Context: an optimization exercise on an open-source flow, tuned for small area, a short achievable clock period and few clock cycles per item. The choices shown serve that exercise and are no tape-out recipe.
Only simulation tests tie the RTL to the original design; equivalence was not proved.
No activity file was given, so power comes from the tool's default toggle rates.

[design/flow/config.mk]
export PLATFORM = sky130hd
export DESIGN_NAME = bimodal_branch_predictor_unit
export DESIGN_NICKNAME = bimodal_branch_predictor_unit
export VERILOG_FILES = /design/flow/design.v
export SDC_FILE = /design/flow/constraint.sdc
export NUM_CORES = 4
export LEC_CHECK = 0
export CAP_MARGIN = 20
export CORE_MARGIN = 2
export CORE_UTILIZATION = 65
export CTS_CLUSTER_DIAMETER = 50
export CTS_CLUSTER_SIZE = 24
export PLACE_DENSITY = 0.72
export SETUP_SLACK_MARGIN = 2.8
export SLEW_MARGIN = 20
[design/flow/constraint.sdc]
create_clock -name core_clock -period 5.0 [get_ports {clock}]
set_input_delay 1.0000 -clock core_clock [delete_from_list [all_inputs] [get_ports {clock}]]
set_output_delay 1.0000 -clock core_clock [all_outputs]
set_load 0.01 [all_outputs]
[design/flow/design.v]
package bbp_pkg;
   localparam int MAX_INDEX_BITS_DEFAULT = 10;
   localparam int COUNT_WIDTH_DEFAULT    = 32;
   localparam int ADDR_WIDTH  = 32;
   localparam int FIELD_WIDTH = 32;
   localparam int INDEX_REG_WIDTH = 4;
   localparam int EFF_WIDTH   = 5;
   typedef logic [ADDR_WIDTH-1:0]      addr_type;
   typedef logic [FIELD_WIDTH-1:0]     field_type;
   typedef logic [INDEX_REG_WIDTH-1:0] index_reg_type;
   typedef logic [EFF_WIDTH-1:0]       eff_bits_type;
   typedef logic [1:0]                 ctr_type;
   localparam index_reg_type INDEX_BITS_RESET = index_reg_type'(12);
   localparam ctr_type CTR_MIN = 2'd0;
   localparam ctr_type CTR_MAX = 2'd3;
   typedef struct packed {
      logic fire;
      logic predicted;
      logic taken;
   } outcome_type;
endpackage
module bbp_counter_ram #(
   parameter int ROW_BITS = 5,
   parameter int COL_BITS = 5
) (
   input  logic                                clock,
   input  logic [(1<<COL_BITS)-1:0]            rd_col_oh,
   output logic [(1<<ROW_BITS)-1:0][1:0]       rd_rows,
   input  logic [(1<<ROW_BITS)-1:0]            wr_row_en,
   input  logic [(1<<COL_BITS)-1:0]            wr_col_en,
   input  bbp_pkg::ctr_type                    wr_data
);
   localparam int ROWS = 1 << ROW_BITS;
   localparam int COLS = 1 << COL_BITS;
   logic [ROWS-1:0][COLS-1:0][1:0] mem;
   for (genvar r = 0; r < ROWS; r++) begin : g_row
      for (genvar c = 0; c < COLS; c++) begin : g_col
         always_ff @(posedge clock) begin
            if (wr_row_en[r] && wr_col_en[c]) begin
               mem[r][c] <= wr_data;
            end
         end
      end
   end
   always_comb begin
      for (int r = 0; r < ROWS; r++) begin
         rd_rows[r] = '0;
         for (int c = 0; c < COLS; c++) begin
            rd_rows[r] = rd_rows[r] | ({2{rd_col_oh[c]}} & mem[r][c]);
         end
      end
   end
endmodule
module bbp_stats #(
   parameter int COUNT_WIDTH = bbp_pkg::COUNT_WIDTH_DEFAULT
) (
   input  logic                   clock,
   input  logic                   clear,
   input  logic                   count,
   input  logic [3:0]             cls,
   output logic [COUNT_WIDTH-1:0] branch_tally,
   output logic [COUNT_WIDTH-1:0] hit_taken_tally,
   output logic [COUNT_WIDTH-1:0] miss_taken_tally,
   output logic [COUNT_WIDTH-1:0] hit_not_taken_tally,
   output logic [COUNT_WIDTH-1:0] miss_not_taken_tally
);
   function automatic logic [COUNT_WIDTH-1:0] sat_inc(input logic [COUNT_WIDTH-1:0] v);
      for (int i = 0; i < COUNT_WIDTH; i++) begin
         sat_inc[i] = (&v) | (v[i] ^ (&(v | ~((COUNT_WIDTH'(1) << i) - 1))));
      end
   endfunction
   logic [4:0][COUNT_WIDTH-1:0] tally_ff;
   logic [4:0]                  bump;
   assign bump = {1'b1, cls};
   for (genvar k = 0; k < 5; k++) begin : g_tally
      always_ff @(posedge clock) begin
         if (clear) begin
            tally_ff[k] <= '0;
         end else if (count && bump[k]) begin
            tally_ff[k] <= sat_inc(tally_ff[k]);
         end
      end
   end
   assign branch_tally         = tally_ff[4];
   assign hit_taken_tally      = tally_ff[3];
   assign miss_taken_tally     = tally_ff[2];
   assign miss_not_taken_tally = tally_ff[1];
   assign hit_not_taken_tally  = tally_ff[0];
endmodule
module bimodal_branch_predictor_unit #(
   parameter int MAX_INDEX_BITS = bbp_pkg::MAX_INDEX_BITS_DEFAULT,
   parameter int COUNT_WIDTH    = bbp_pkg::COUNT_WIDTH_DEFAULT
) (
   input  logic                   clock,
   input  logic                   reset,
   input  logic                   req_valid,
   output logic                   req_ready,
   input  bbp_pkg::addr_type      req_branch_address,
   input  logic                   req_taken,
   output logic                   rsp_valid,
   input  logic                   rsp_ready,
   output logic                   rsp_predicted_taken,
   output logic                   rsp_prediction_correct,
   output bbp_pkg::field_type     rsp_total_branches,
   output bbp_pkg::field_type     rsp_right_taken_count,
   output bbp_pkg::field_type     rsp_wrong_taken_count,
   output bbp_pkg::field_type     rsp_right_not_taken_count,
   output bbp_pkg::field_type     rsp_wrong_not_taken_count,
   input  logic                   csr_write_enable,
   input  bbp_pkg::index_reg_type csr_write_data
);
   localparam int COL_BITS = MAX_INDEX_BITS / 2;
   localparam int ROW_BITS = MAX_INDEX_BITS - COL_BITS;
   localparam int ROWS     = 1 << ROW_BITS;
   localparam int COLS     = 1 << COL_BITS;
   localparam int FIFO_AW  = 3;
   localparam int FIFO_D   = 1 << FIFO_AW;
   localparam int CAP      = FIFO_D;
   typedef logic [MAX_INDEX_BITS-1:0] idx_type;
   localparam bbp_pkg::eff_bits_type EFF_MAX = bbp_pkg::eff_bits_type'(MAX_INDEX_BITS);
   localparam bbp_pkg::eff_bits_type EFF_MIN = bbp_pkg::eff_bits_type'(1);
   bbp_pkg::index_reg_type index_bits_ff;
   logic                   clear_ff;
   logic                   ready_ff;
   logic [FIFO_AW:0]       inflight_ff;
   bbp_pkg::eff_bits_type eff_bits;
   idx_type               mask;
   idx_type               req_idx;
   logic                  accept;
   logic                  pop;
   logic [FIFO_AW:0]      inflight_next;
   always_comb begin
      priority if (index_bits_ff == '0) begin
         eff_bits = EFF_MIN;
      end else if (bbp_pkg::eff_bits_type'(index_bits_ff) > EFF_MAX) begin
         eff_bits = EFF_MAX;
      end else begin
         eff_bits = bbp_pkg::eff_bits_type'(index_bits_ff);
      end
   end
   always_comb begin
      for (int i = 0; i < MAX_INDEX_BITS; i++) begin
         mask[i] = (bbp_pkg::eff_bits_type'(i) < eff_bits);
      end
   end
   assign req_idx   = req_branch_address[MAX_INDEX_BITS-1:0] & mask;
   assign req_ready = ready_ff;
   assign accept    = req_valid && ready_ff;
   assign inflight_next = inflight_ff + (FIFO_AW+1)'(accept) - (FIFO_AW+1)'(pop);
   always_ff @(posedge clock) begin
      if (reset) begin
         index_bits_ff <= bbp_pkg::INDEX_BITS_RESET;
         inflight_ff   <= '0;
         ready_ff      <= 1'b1;
      end else begin
         if (csr_write_enable) begin
            index_bits_ff <= csr_write_data;
         end
         inflight_ff <= inflight_next;
         ready_ff    <= (inflight_next < (FIFO_AW+1)'(CAP));
      end
   end
   always_ff @(posedge clock) begin
      clear_ff <= reset;
   end
   logic             a_valid_ff;
   idx_type          a_idx_ff;
   logic             a_taken_ff;
   logic [COLS-1:0]  a_col_oh_ff;
   logic             b_valid_ff, c_valid_ff, w_valid_ff;
   idx_type          b_idx_ff, c_idx_ff, w_idx_ff;
   always_ff @(posedge clock) begin
      if (reset) begin
         a_valid_ff <= 1'b0;
      end else begin
         a_valid_ff <= accept;
      end
   end
   always_ff @(posedge clock) begin
      a_idx_ff   <= req_idx;
      a_taken_ff <= req_taken;
      for (int c = 0; c < COLS; c++) begin
         a_col_oh_ff[c] <= (req_idx[COL_BITS-1:0] == COL_BITS'(c));
      end
   end
   logic [ROWS-1:0][1:0] rd_rows;
   logic [ROWS-1:0]      wr_row_en;
   logic [COLS-1:0]      wr_col_en;
   bbp_pkg::ctr_type     wr_data;
   bbp_counter_ram #(
      .ROW_BITS (ROW_BITS),
      .COL_BITS (COL_BITS)
   ) u_ram (
      .clock     (clock),
      .rd_col_oh (a_col_oh_ff),
      .rd_rows   (rd_rows),
      .wr_row_en (wr_row_en),
      .wr_col_en (wr_col_en),
      .wr_data   (wr_data)
   );
   logic a_hit1, a_hit2, a_hit3;
   assign a_hit1 = b_valid_ff && (b_idx_ff == a_idx_ff);
   assign a_hit2 = c_valid_ff && (c_idx_ff == a_idx_ff);
   assign a_hit3 = w_valid_ff && (w_idx_ff == a_idx_ff);
   logic                 b_taken_ff;
   logic [ROWS-1:0][1:0] b_rows_ff;
   logic                 b_hit1_ff, b_hit2_ff, b_hit3_ff;
   bbp_pkg::ctr_type     w_val_ff, w2_val_ff;
   bbp_pkg::ctr_type     b_row_val, b_ctr;
   always_ff @(posedge clock) begin
      if (reset) begin
         b_valid_ff <= 1'b0;
      end else begin
         b_valid_ff <= a_valid_ff;
      end
   end
   always_ff @(posedge clock) begin
      b_idx_ff   <= a_idx_ff;
      b_taken_ff <= a_taken_ff;
      b_rows_ff  <= rd_rows;
      b_hit1_ff  <= a_hit1;
      b_hit2_ff  <= a_hit2;
      b_hit3_ff  <= a_hit3;
   end
   assign b_row_val = b_rows_ff[b_idx_ff[MAX_INDEX_BITS-1:COL_BITS]];
   always_comb begin
      if (b_hit2_ff) begin
         b_ctr = w_val_ff;
      end else if (b_hit3_ff) begin
         b_ctr = w2_val_ff;
      end else begin
         b_ctr = b_row_val;
      end
   end
   logic             c_taken_ff;
   logic             c_hit1_ff;
   bbp_pkg::ctr_type c_ctr_ff;
   bbp_pkg::ctr_type ctr_now, ctr_next;
   logic             pred;
   always_ff @(posedge clock) begin
      if (reset) begin
         c_valid_ff <= 1'b0;
      end else begin
         c_valid_ff <= b_valid_ff;
      end
   end
   always_ff @(posedge clock) begin
      c_idx_ff   <= b_idx_ff;
      c_taken_ff <= b_taken_ff;
      c_hit1_ff  <= b_hit1_ff;
      c_ctr_ff   <= b_ctr;
   end
   assign ctr_now = c_hit1_ff ? w_val_ff : c_ctr_ff;
   assign pred    = ctr_now[1];
   always_comb begin
      if (c_taken_ff) begin
         ctr_next = (ctr_now == bbp_pkg::CTR_MAX) ? ctr_now : ctr_now + 2'd1;
      end else begin
         ctr_next = (ctr_now == bbp_pkg::CTR_MIN) ? ctr_now : ctr_now - 2'd1;
      end
   end
   always_ff @(posedge clock) begin
      if (reset) begin
         w_valid_ff <= 1'b0;
      end else begin
         w_valid_ff <= c_valid_ff;
      end
   end
   always_ff @(posedge clock) begin
      if (reset) begin
         w_val_ff <= bbp_pkg::CTR_MIN;
      end else begin
         w_val_ff <= ctr_next;
      end
   end
   always_ff @(posedge clock) begin
      w_idx_ff  <= c_idx_ff;
      w2_val_ff <= w_val_ff;
   end
   always_comb begin
      for (int r = 0; r < ROWS; r++) begin
         wr_row_en[r] = clear_ff ||
                        (w_valid_ff && (w_idx_ff[MAX_INDEX_BITS-1:COL_BITS] == ROW_BITS'(r)));
      end
      for (int c = 0; c < COLS; c++) begin
         wr_col_en[c] = clear_ff || (w_idx_ff[COL_BITS-1:0] == COL_BITS'(c));
      end
   end
   assign wr_data = w_val_ff;
   logic [FIFO_D-1:0] fifo_pred_ff, fifo_taken_ff;
   logic [FIFO_AW:0]  wptr_ff, rptr_ff;
   logic              fifo_nonempty;
   logic              fifo_pop;
   always_ff @(posedge clock) begin
      if (reset) begin
         wptr_ff <= '0;
         rptr_ff <= '0;
      end else begin
         if (c_valid_ff) begin
            wptr_ff <= wptr_ff + 1'b1;
         end
         if (fifo_pop) begin
            rptr_ff <= rptr_ff + 1'b1;
         end
      end
   end
   always_ff @(posedge clock) begin
      if (c_valid_ff) begin
         fifo_pred_ff[wptr_ff[FIFO_AW-1:0]]  <= pred;
         fifo_taken_ff[wptr_ff[FIFO_AW-1:0]] <= c_taken_ff;
      end
   end
   assign fifo_nonempty = (wptr_ff != rptr_ff);
   assign head_pred     = fifo_pred_ff[rptr_ff[FIFO_AW-1:0]];
   assign head_taken    = fifo_taken_ff[rptr_ff[FIFO_AW-1:0]];
   logic       nx_valid_ff, nx_pred_ff;
   logic [3:0] nx_cls_ff;
   logic       head_pred, head_taken;
   logic rsp_valid_ff, rsp_pred_ff, rsp_correct_ff;
   assign pop      = nx_valid_ff && (!rsp_valid_ff || rsp_ready);
   assign fifo_pop = fifo_nonempty && (!nx_valid_ff || pop);
   always_ff @(posedge clock) begin
      if (reset) begin
         nx_valid_ff <= 1'b0;
      end else if (!nx_valid_ff || pop) begin
         nx_valid_ff <= fifo_nonempty;
      end
   end
   always_ff @(posedge clock) begin
      if (!nx_valid_ff || pop) begin
         nx_pred_ff <= head_pred;
         nx_cls_ff  <= {head_pred && head_taken, head_pred && !head_taken,
                        !head_pred && head_taken, !head_pred && !head_taken};
      end
   end
   always_ff @(posedge clock) begin
      if (reset) begin
         rsp_valid_ff <= 1'b0;
      end else begin
         rsp_valid_ff <= nx_valid_ff || (rsp_valid_ff && !rsp_ready);
      end
   end
   always_ff @(posedge clock) begin
      if (pop) begin
         rsp_pred_ff    <= nx_pred_ff;
         rsp_correct_ff <= nx_cls_ff[3] || nx_cls_ff[0];
      end
   end
   bbp_stats #(
      .COUNT_WIDTH(COUNT_WIDTH)
   ) u_stats (
      .clock                (clock),
      .clear                (clear_ff),
      .count                (pop),
      .cls                  (nx_cls_ff),
      .branch_tally         (rsp_total_branches),
      .hit_taken_tally      (rsp_right_taken_count),
      .miss_taken_tally     (rsp_wrong_taken_count),
      .hit_not_taken_tally  (rsp_right_not_taken_count),
      .miss_not_taken_tally (rsp_wrong_not_taken_count)
   );
   assign rsp_valid              = rsp_valid_ff;
   assign rsp_predicted_taken    = rsp_pred_ff;
   assign rsp_prediction_correct = rsp_correct_ff;
endmodule
[design/flow/flow/run.sh]
#!/bin/bash
set -euo pipefail
export CTS_ARGS="-sink_clustering_enable -repair_clock_nets -sink_clustering_size 24 -sink_clustering_max_diameter 50 -dont_use_dummy_load"
bash standard.sh > standard.log 2>&1
[design/flow/standard.sh]
#!/bin/bash
# synth_recipe.tcl (not shown) runs the flow's synth.tcl, then flattens the netlist and writes it again
# the make line also repeats each setting of config.mk as NAME=value (left out here)
make -C /OpenROAD-flow-scripts/flow DESIGN_CONFIG=/design/flow/config.mk WORK_HOME=/design/flow/orfs CLKGATE_MAP_FILE= SYNTH_SCRIPT=/design/flow/synth_recipe.tcl "${@:-finish}"
==> results.json, run 1 <==
{
  "path_depth": 1,
  "grt_overflow": 0,
  "syn_to_final_growth_pct": 14.0,
  "reg2reg_slack_ns": 2.72,
  "fin_crit_sh_pct": 45.9,
  "portBuffers": 183,
  "ys_warn_count": 3,
  "finalSetupViolCount": 0,
  "n_fill_cell": 8642,
  "grt_pass1_wl_um": 423000,
  "gp_congestion": 0.868,
  "drtIter0Drc": 12108,
  "cts.path.max_buffers": 3,
  "cp-start-kind": "flip-flop",
  "cts_tree": "done",
  "ys_seq_elements": 2404,
  "layout_commonest_cell": "edfxtp_1",
  "clock_skew_ns": 0.0757,
  "cts_sinks": 2404,
  "holdBufCountCts": 0,
  "drc_errors": 0,
  "wl_per_cell_um": 36.3,
  "critPathKind": "reg2out",
  "grt_max_degree": 245,
  "pwr_density_cell_nw_per_um2": 398,
  "path_clk_slew_ns": 0.08,
  "final_layout_size_suffix_gt1_share_pct": 17.9,
  "die_h_um": 379,
  "drt-vias-per-instance": 7.37,
  "cts_made_buffers": 170,
  "fmax_mhz": 435,
  "drv_slew": 0,
  "cp.required_ns": 4.00,
  "antenna_found_initial": 15,
  "firstDrtPassIters": 12,
  "path_buf_inv": 1,
  "grt_util_met2_pct": 63.3,
  "grt_pass1_vias": 58852,
  "critical_path.endpoint_type": "primary output",
  "tightest_slew_ns": 1.15,
  "rsz0062_at_grt": "yes",
  "met1_usage_pct": 56.9,
  "initial_core_util_pct": 65.5,
  "clock_latency_ns": 0.85,
  "power.total_uw": 41400,
  "cts-root-buf": "clkbuf_16",
  "critPathSlowestCell": "edfxtp_1",
  "synthesis.nets": 6399,
  "leakagePower_uw": 0.0361,
  "core.rowCount": 137,
  "fin_nets": 6722,
  "post-route-min-period_ns": 2.30,
  "ys_seq_area_share_pct": 75.4,
  "core_um2": 140000,
  "htree_num_levels": 4,
  "drt-total-wl_um": 310000,
  "status": "timing/DRC/antenna clean",
  "crit_path_cell_trace": "buf_2",
  "slew_headroom_pct": 23.4,
  "ant_nets": 0,
  "ios": 206,
  "drv_cap": 0,
  "ys_dominant_reg_cell": "edfxtp_1",
  "netlist_area_um2": 91400,
  "synth_enable_flop_cells": 2071,
  "fp.dieW_um": 379,
  "ys_async_sr_fraction_pct": 0,
  "multi_input_area_um2": 21400,
  "arrival_ns": 1.30,
  "reg2reg_depth": 4,
  "holdPathStages": 0,
  "grt_util_met3_pct": 11.0,
  "syn_inst": 6322,
  "vias": 62848,
  "hpwlAfterDp_um": 155000,
  "regArea_um2": 69300,
  "synth.avg_cell_area_um2": 14.5,
  "final_cell_mix": "edfxtp_1, nor2_1, a22oi_1",
  "max_stage_delay_ns": 0.35,
  "ir_drop_v": 0.000380,
  "grt_use_total_pct": 42.2,
  "path_max_fanout": 1,
  "hp-class": "reg2reg",
  "crit_family": "flip-flops",
  "synth_cell_type_count": 63,
  "setup_tns_ns": 0,
  "hold_viol": 0,
  "gr-max-usage-layer": "met2",
  "die_area_um2": 144000
}
-- area by class of cell --
type,count,share of cell area (%)
sequential,2404,66.6
multi-input combinational,3384,20.6
timing repair buffer,655,6.36
clock buffer,170,4.09
tap,1876,2.25
inverter,30,0.108
antenna,6,0.0144
-- routing by layer --
metal	share of wire, %	wire, um
met1	33	101000
met2	44	137000
met3	16	48700
met4	7.4	23000
met5	0.024	74
-- power by group --
part | total [uW] | switching (uW) | internal (uW)
Sequential | 25300 | 836 | 24400
Combinational | 3880 | 2890 | 991
Clock | 12300 | 6310 | 5990
Total | 41400 | 10000 | 31400
-- kinds of logic after synthesis --
family          after synthesis  synth area share, %
flops                      2404                 75.4
mux                          48                0.734
xor+xnor                    104                0.997
fa+ha+maj                    35                0.488
buf+inv                     535                 2.22
simple gates               1847                 9.20
compound gates             1349                 11.0
-- final timing paths --
kind	end	from
worst max-delay path	rsp_predicted_taken	rsp_pred_ff
worst min-delay path	c_taken_ff	b_taken_ff
worst max register to register	u_ram.mem[1012]	w_idx_ff[9]
worst min register to register	c_taken_ff	b_taken_ff
-- synthesized netlist by cell type (4+ instances only) --
| library cell | n | area (um2) |
|---|---|---|
| a211oi_1 | 20 | 150 |
| a21o_1 | 8 | 60.1 |
| a21oi_1 | 168 | 841 |
| a221oi_1 | 130 | 1140 |
| a22o_1 | 128 | 1120 |
| a22oi_1 | 769 | 5770 |
| a311oi_1 | 14 | 123 |
| a31o_2 | 6 | 52.6 |
| a31oi_1 | 30 | 188 |
| a32o_1 | 4 | 40.0 |
| a41o_1 | 8 | 80.1 |
| a41oi_1 | 9 | 78.8 |
| and2_1 | 25 | 156 |
| and3_1 | 31 | 194 |
| and4_1 | 18 | 158 |
| buf_1 | 74 | 278 |
| buf_2 | 7 | 35.0 |
| clkbuf_1 | 422 | 1580 |
| dfxtp_1 | 333 | 6670 |
| edfxtp_1 | 2071 | 62200 |
| ha_1 | 34 | 425 |
| inv_1 | 30 | 113 |
| mux2_2 | 12 | 135 |
| mux2i_1 | 22 | 220 |
| mux4_2 | 14 | 315 |
| nand2_1 | 104 | 390 |
| nand2b_1 | 8 | 50.1 |
| nand3_1 | 169 | 846 |
| nand4_1 | 171 | 1070 |
| nor2_1 | 1137 | 4270 |
| nor2b_1 | 20 | 125 |
| nor3_1 | 37 | 185 |
| nor3b_1 | 8 | 60.1 |
| nor4_1 | 20 | 125 |
| o21ai_0 | 27 | 135 |
| o221a_2 | 10 | 113 |
| or2_2 | 5 | 31.3 |
| or3_1 | 10 | 62.6 |
| or4_1 | 69 | 518 |
| xnor2_1 | 48 | 420 |
| xor2_1 | 56 | 490 |
-- registers in the layout, summed over array words and instances (netlist names), 10 cells and up --
signal and count:
c_idx_ff 10, b_rows_ff 64, a_idx_ff 10, w_idx_ff 10, a_col_oh_ff 32, u_stats.tally_ff 160
u_ram.mem 2048, b_idx_ff 10
-- per-stage QoR --
stage | instance area [um2] | setup slack, ns | hold slack [ns] | std cells | utilization, %
floorplan | 91400 | -0.153 | 0.310 | 6322 | -
global placement | 95700 | 1.42 | 0.311 | 8036 | 68.6
detailed placement | 95700 | 1.37 | 0.317 | 8037 | 68.6
CTS | 103000 | 2.67 | 0.316 | 8427 | 73.8
global route | 104000 | 2.66 | 0.323 | 8521 | 74.6
finish | 104000 | 2.70 | 0.311 | 8525 | 74.6
-- timing repair --
| item | CTS | global route |
|---|---|---|
| endpoints found under the setup margin | 2423 | 894 |
| hold endpoints to repair | 0 | 0 |
| gates cloned | 2 | 2 |
| setup buffers | 218 | 90 |
| pin swaps | 19 | 20 |
| resized for setup | 1201 | 81 |
Testbench counts, summed over its fixed seeds: cycles 35,595, items 32,000.
==> inputs of run 2 (changes only) <==
==> design/flow/flow/run.sh (replaced) <==
#!/bin/bash
set -euo pipefail
export CTS_ARGS="-sink_clustering_enable -repair_clock_nets -sink_clustering_size 20 -sink_clustering_max_diameter 40 -dont_use_dummy_load"
bash standard.sh > standard.log 2>&1
--- a/design/flow/config.mk
+++ b/design/flow/config.mk
@@ -8,8 +8,8 @@
 export CAP_MARGIN = 20
 export CORE_MARGIN = 2
 export CORE_UTILIZATION = 65
-export CTS_CLUSTER_DIAMETER = 50
-export CTS_CLUSTER_SIZE = 24
+export CTS_CLUSTER_DIAMETER = 40
+export CTS_CLUSTER_SIZE = 20
 export PLACE_DENSITY = 0.72
 export SETUP_SLACK_MARGIN = 2.8
 export SLEW_MARGIN = 20
==> results.json, run 2 <==
{
  "fin_crit_sh_pct": 47.8,
  "ios": 206,
  "path_buf_inv": 1,
  "synthesis.nets": 6399,
  "wl_per_cell_um": 36.4,
  "power_frac_clock_pct": 36.6,
  "firstDrtPassIters": 8,
  "cts_tree": "done",
  "syn_inst": 6322,
  "cp.required_ns": 4.00,
  "ir_drop_v": 0.000432,
  "crit_path_cell_trace": "buf_6",
  "final_cell_mix": "edfxtp_1, nor2_1, a22oi_1",
  "drt-vias-per-instance": 7.41,
  "drv_slew": 0,
  "gp_congestion": 0.868,
  "path_max_fanout": 1,
  "die_area_um2": 144000,
  "synth.avg_cell_area_um2": 14.5,
  "hp-class": "reg2reg",
  "leakagePower_uw": 0.0374,
  "hold_viol": 0,
  "drt-total-wl_um": 315000,
  "grt_use_total_pct": 42.6,
  "ant_nets": 0,
  "synth_area_leader_cell": "edfxtp_1",
  "final_layout_size_suffix_gt1_share_pct": 19.2,
  "post-route-util_pct": 76.6,
  "p_switching_uw": 10900,
  "clock_skew_ns": 0.0594,
  "arrival_ns": 1.39,
  "fmax_mhz": 418,
  "grt_overflow": 0,
  "core_um2": 140000,
  "crit_family": "flip-flops",
  "yosysMostFrequentCell": "edfxtp_1",
  "p_int_uw": 35200,
  "cts-root-buf": "clkbuf_16",
  "initial_core_util_pct": 65.5,
  "critical_path.endpoint_type": "primary output",
  "vias": 64078,
  "netlist_area_um2": 91400,
  "synth_cell_type_count": 63,
  "portBuffers": 183,
  "max_stage_delay_ns": 0.38,
  "hpwlAfterDp_um": 155000,
  "synth.top_cell.area_share_pct": 68.1,
  "ys_warn_count": 3,
  "synth_enable_flop_cells": 2071,
  "synth_area_leaders": "edfxtp_1, dfxtp_1, a22oi_1",
  "rsz0062_at_grt": "yes",
  "slew_headroom_pct": 13.6,
  "synth.top_cells.by_count": "edfxtp_1, nor2_1, a22oi_1",
  "critPathKind": "reg2out",
  "power.share.switching_pct": 23.6,
  "holdBufCountCts": 0,
  "reg_top3": "u_ram.mem: 2048 flops, u_stats.tally_ff: 160 flops, b_rows_ff: 64 flops",
  "grt_max_degree": 245,
  "cts.path.max_buffers": 4,
  "ys_dominant_reg_cell": "edfxtp_1",
  "post-route-min-period_ns": 2.39,
  "clock_latency_ns": 0.93,
  "cts_sinks": 2404,
  "largest_reg_flops": 2048,
  "status": "timing/DRC/antenna clean",
  "comb_power_share_pct": 8.4,
  "grt_pass1_wl_um": 427000,
  "ys_seq_area_share_pct": 75.4,
  "top_register": "u_ram.mem",
  "core.rowCount": 137,
  "pwr_density_cell_nw_per_um2": 431,
  "antenna_found_initial": 17,
  "tightest_slew_ns": 1.30,
  "ys_seq_elements": 2404,
  "grt_pass1_vias": 59755,
  "fp.dieW_um": 379,
  "path_clk_slew_ns": 0.06,
  "critPathSlowestCell": "edfxtp_1",
  "finalSetupViolCount": 0,
  "post_dp_cell_area_um2": 95700,
  "cts_made_buffers": 278,
  "drtIter0Drc": 11890,
  "seqPwrFrac_pct": 55.0,
  "drv_cap": 0,
  "cp-start-kind": "flip-flop",
  "htree_num_levels": 5,
  "power.total_uw": 46100,
  "ys_async_sr_fraction_pct": 0,
  "drc_errors": 0,
  "syn_to_final_growth_pct": 17.0,
  "fin_nets": 6832,
  "final_cell_area_um2": 107000,
  "layout_commonest_cell": "edfxtp_1",
  "die_h_um": 379
}
==> run 2: cell count changes in the layout (fill, tap and decap cells not counted), sizes merged <==
| cell | change |
|---|---|
| nand2 | +1 |
| clkdlybuf4s15 | -1 |
| clkinvlp | +2 |
| dlygate4sd2 | +1 |
| diode | +9 |
| clkbuf | +108 |
| inv | -1 |
==> run 2: worst reg2reg max path: stages (launching register included) <==
cell and delay, ns:
dfxtp_4 0.51, buf_8 0.28, a22o_1 0.26, a221oi_1 0.32
nand3_1 0.14, or4_1 0.62
==> run 2: metal layers <==
metal	part of all wire [%]	global-route usage, %	vias up
li1	-	-	25308
met1	33	56.7	31660
met2	44	63.3	5821
met3	16	12.2	1275
met4	7.3	24.8	14
met5	0.031	0	-
==> run 2: cell families after synthesis <==
logic type                 Yosys count  synth area share (%)
buffers and inverters              535                  2.22
and+or+nand+nor                   1847                  9.20
muxes                               48                 0.734
adders and majority gates           35                 0.488
AOI/OAI and AO/OA                 1349                  11.0
xor gates and xnor gates           104                 0.997
DFF                               2404                  75.4
==> run 2: final cells by class <==
| class | instances | area [um2] |
|---|---|---|
| Sequential cell | 2404 | 69400 |
| Fill cell | 8219 | 32600 |
| Multi-Input combinational cell | 3385 | 21400 |
| Clock buffer | 278 | 6960 |
| Timing Repair Buffer | 655 | 6690 |
| Tap cell | 1876 | 2350 |
| Inverter | 30 | 116 |
| Antenna cell | 15 | 37.5 |
| Timing Repair inverter | 1 | 7.51 |
==> run 2: power by group through the flow <==
stage / Combinational (uW) / Sequential [uW] / Clock (uW)
after floorplan: 1430 / 26000 / 0
after global placement: 3310 / 25700 / 0
after detailed placement: 3380 / 25700 / 0
after CTS: 3630 / 25300 / 16800
after global routing: 4030 / 25400 / 17600
final: 3880 / 25300 / 16900
==> run 2: path summary, 6_finish.rpt <==
check	start	end	slack [ns]	depth (start not counted)
max	rsp_pred_ff	rsp_predicted_taken	2.61	1
min	b_hit1_ff	c_hit1_ff	0.33	0
max reg2reg	a_col_oh_ff[25]	b_rows_ff[32]	2.72	5
min reg2reg	b_hit1_ff	c_hit1_ff	0.33	0
==> run 2: timing repair <==
item / 4_1_cts / 5_1_grt
pin swaps: 18 / 24
setup buffers: 224 / 86
setup endpoints to repair: 2419 / 939
hold endpoints to repair: 0 / 0
gates cloned: 1 / 3
resized for setup: 1208 / 73
==> run 2: through the flow <==
step                TNS [ns]  hold WS (ns)  setup slack (ns)  instances
finish                     0         0.331              2.61       8644
detailed placement         0         0.317              1.37       8037
global placement           0         0.311              1.42       8036
CTS                        0         0.331              2.57       8540
global route               0         0.334              2.56       8631
floorplan             -70.78         0.310            -0.153       6322
==> inputs of run 3 (changes only) <==
==> design/flow/flow/run.sh (replaced) <==
#!/bin/bash
set -euo pipefail
export CTS_ARGS="-sink_clustering_enable -repair_clock_nets -sink_clustering_size 36 -sink_clustering_max_diameter 60 -dont_use_dummy_load"
bash standard.sh > standard.log 2>&1
--- a/design/flow/config.mk
+++ b/design/flow/config.mk
@@ -8,8 +8,8 @@
 export CAP_MARGIN = 20
 export CORE_MARGIN = 2
 export CORE_UTILIZATION = 65
-export CTS_CLUSTER_DIAMETER = 40
-export CTS_CLUSTER_SIZE = 20
+export CTS_CLUSTER_DIAMETER = 60
+export CTS_CLUSTER_SIZE = 36
 export PLACE_DENSITY = 0.72
 export SETUP_SLACK_MARGIN = 2.8
 export SLEW_MARGIN = 20
==> results.json, run 3 <==
{
  "status": "timing/DRC/antenna clean",
  "min_from": "b_hit1_ff",
  "grt_overflow": 0,
  "finalSetupViolCount": 0,
  "ys_seq_area_share_pct": 75.4,
  "path_max_fanout": 1,
  "arrival_ns": 1.30,
  "post-route-util_pct": 74.2,
  "rsz0062_at_grt": "yes",
  "clock_skew_ns": 0.0574,
  "whs_endpoint": "c_hit1_ff",
  "core_um2": 140000,
  "gp_congestion": 0.868,
  "cts_made_buffers": 143,
  "cts-root-buf": "clkbuf_16",
  "critPathSlowestCell": "edfxtp_1",
  "ys_dominant_reg_cell": "edfxtp_1",
  "drc_errors": 0,
  "clock_latency_ns": 0.84,
  "fmax_mhz": 435,
  "syn_inst": 6322,
  "wl_per_cell_um": 36.5,
  "syn_to_final_growth_pct": 13.3,
  "hpwlAfterDp_um": 155000,
  "antenna_found_initial": 13,
  "synth_area_leaders": "edfxtp_1, dfxtp_1, a22oi_1",
  "path_clk_slew_ns": 0.09,
  "crit_path_cell_trace": "buf_2",
  "slew_headroom_pct": 30.6,
  "die_h_um": 379,
  "drt-vias-per-instance": 7.41,
  "leakagePower_uw": 0.0358,
  "synth_enable_flop_cells": 2071,
  "setup_tns_ns": 0,
  "fp.dieW_um": 379,
  "cts_sinks": 2404,
  "portBuffers": 183,
  "cts_tree": "done",
  "die_area_um2": 144000,
  "holdPathStages": 0,
  "drtIter0Drc": 12102,
  "ys_seq_elements": 2404,
  "hp-class": "reg2reg",
  "vias": 63021,
  "cp-start-kind": "flip-flop",
  "yosysMostFrequentCell": "edfxtp_1",
  "tightest_slew_ns": 1.04,
  "max_stage_delay_ns": 0.35,
  "path_buf_inv": 1,
  "power.total_uw": 40400,
  "cp.required_ns": 4.00,
  "fin_nets": 6696,
  "core.rowCount": 137,
  "ir_drop_v": 0.000327,
  "ios": 206,
  "fin_crit_sh_pct": 46.0,
  "synth.top_cells.by_count": "edfxtp_1, nor2_1, a22oi_1",
  "ys_async_sr_fraction_pct": 0,
  "final_layout_size_suffix_gt1_share_pct": 17.6,
  "cts.path.max_buffers": 3,
  "post_dp_cell_area_um2": 95700,
  "netlist_area_um2": 91400,
  "reg2reg_depth": 5,
  "synth_cell_type_count": 63,
  "post-route-min-period_ns": 2.30,
  "reg2reg_slack_ns": 2.73,
  "layout_commonest_cell": "edfxtp_1",
  "grt_pass1_vias": 58697,
  "reg_top3": "u_ram.mem: 2048 flops, u_stats.tally_ff: 160 flops, b_rows_ff: 64 flops",
  "firstDrtPassIters": 6,
  "htree_num_levels": 4,
  "drt-total-wl_um": 310000,
  "reg2reg_to": "c_ctr_ff[1]",
  "n_fill_cell": 8763,
  "grt_pass1_wl_um": 424000,
  "final_cell_mix": "edfxtp_1, nor2_1, a22oi_1",
  "timing.rr.start": "b_idx_ff[6]",
  "synth.top_cell.area_share_pct": 68.1,
  "synth.avg_cell_area_um2": 14.5,
  "ys_warn_count": 3,
  "grt_use_total_pct": 42.4,
  "initial_core_util_pct": 65.5,
  "synth_area_leader_cell": "edfxtp_1",
  "grt_max_degree": 245,
  "crit_family": "flip-flops",
  "final_cell_area_um2": 103000,
  "drv_slew": 0,
  "critical_path.endpoint_type": "primary output",
  "synthesis.nets": 6399,
  "drv_cap": 0,
  "largest_reg_flops": 2048,
  "holdBufCountCts": 0,
  "ant_nets": 0,
  "hold_viol": 0,
  "top_register": "u_ram.mem",
  "critPathKind": "reg2out",
  "pwr_density_cell_nw_per_um2": 390
}
## run 3: layout make-up
cell class / instances / area, um2 / share of cell area [%]
flip-flops and latches: 2404 / 69400 / 67.0
multi-input cells: 3385 / 21400 / 20.7
repair buffers: 654 / 6620 / 6.40
clock buffers: 143 / 3580 / 3.46
well taps: 1876 / 2350 / 2.27
inverters: 30 / 116 / 0.112
diodes: 14 / 35.0 / 0.0339
repair inverters: 1 / 7.51 / 0.00725
## run 3: power by group
| group | internal (uW) | leakage [uW] | total [uW] | switching (uW) |
|---|---|---|---|---|
| Clock | 5080 | 0.00176 | 11200 | 6150 |
| Sequential | 24400 | 0.0228 | 25300 | 833 |
| Combinational | 989 | 0.0112 | 3880 | 2890 |
| Total | 30500 | 0.0358 | 40400 | 9880 |
## run 3: repair_timing
item,CTS,global route
gates cloned,2,4
resized for setup,1204,79
setup endpoints to repair,2421,920
setup buffers,239,68
pin swaps,20,14
## run 3: through the flow
stage          setup slack [ns]  cells  hold slack [ns]
2_1_floorplan            -0.153   6322            0.310
3_3_place_gp               1.42   8036            0.311
3_5_place_dp               1.37   8037            0.317
4_1_cts                    2.67   8421            0.338
5_1_grt                    2.64   8495            0.342
6_report                   2.70   8507            0.338
## run 3: cells by family (layout without fill, tap and decap cells)
kind of cell	count (synthesis)	count (layout)	share of synthesized area, %
other cells	0	14	0
buf+inv	535	828	2.22
xor+xnor	104	104	0.997
compound gates	1349	1350	11.0
mux	48	48	0.734
simple gates	1847	1848	9.20
fa+ha+maj	35	35	0.488
flops	2404	2404	75.4
## run 3: worst max-delay path by stage
| stage | start | end | slack (ns) | cells past startpoint |
|---|---|---|---|---|
| global placement | rsp_ready | u_stats.tally_ff[87] | 1.42 | 7 |
| CTS | rsp_correct_ff | rsp_prediction_correct | 2.67 | 1 |
| global route | u_stats.tally_ff[64] | u_stats.tally_ff[87] | 2.64 | 8 |
| floorplan | w_val_ff[1] | fifo_pred_ff[1] | -0.15 | 3 |
| detailed placement | rsp_ready | u_stats.tally_ff[73] | 1.37 | 7 |
| finish | rsp_pred_ff | rsp_predicted_taken | 2.70 | 1 |
## run 3: metal layers
layer	share of wire (%)	GRT usage [%]	wire length [um]	vias to the layer above
met5	0.027	0	84	-
met4	7.2	24.7	22300	14
met3	16	11.8	48600	1181
met2	44	62.6	137000	5576
met1	33	56.9	102000	31232
li1	-	-	-	25018

re-timing with driven ports:
The results above use ideal ports. As a check the final layouts listed here were re-extracted and re-timed, cells and wires unchanged.
Step 1 (the two cells are an assumption about what drives the block):
set clk [get_ports {clock}]
set_driving_cell -lib_cell sky130_fd_sc_hd__clkbuf_16 $clk
set_driving_cell -lib_cell sky130_fd_sc_hd__buf_2 [delete_from_list [all_inputs] $clk]
Step 2 moves the port delays by t, midway between the first and last clock arrival at a register: inputs arrive t later, outputs are due t later. That takes back most of the time a late clock gives input paths.
Three values: no drivers, after step 1, after step 2; two values: the first two.
run | t, ns | setup WS [ns] | clock arrival spread, ns
run 1 | 0.893 | 2.704 / 2.624 / 2.000 | 0.077 / 0.077
run 2 | 0.970 | 2.608 / 2.529 / 2.017 | 0.077 / 0.077
run 3 | 0.897 | 2.701 / 2.612 / 2.048 | 0.074 / 0.073
After both steps every run listed still meets setup and hold. The setup slack of run 1, which loses most, moves by -0.080 ns with the drivers and by -0.704 ns with both steps.
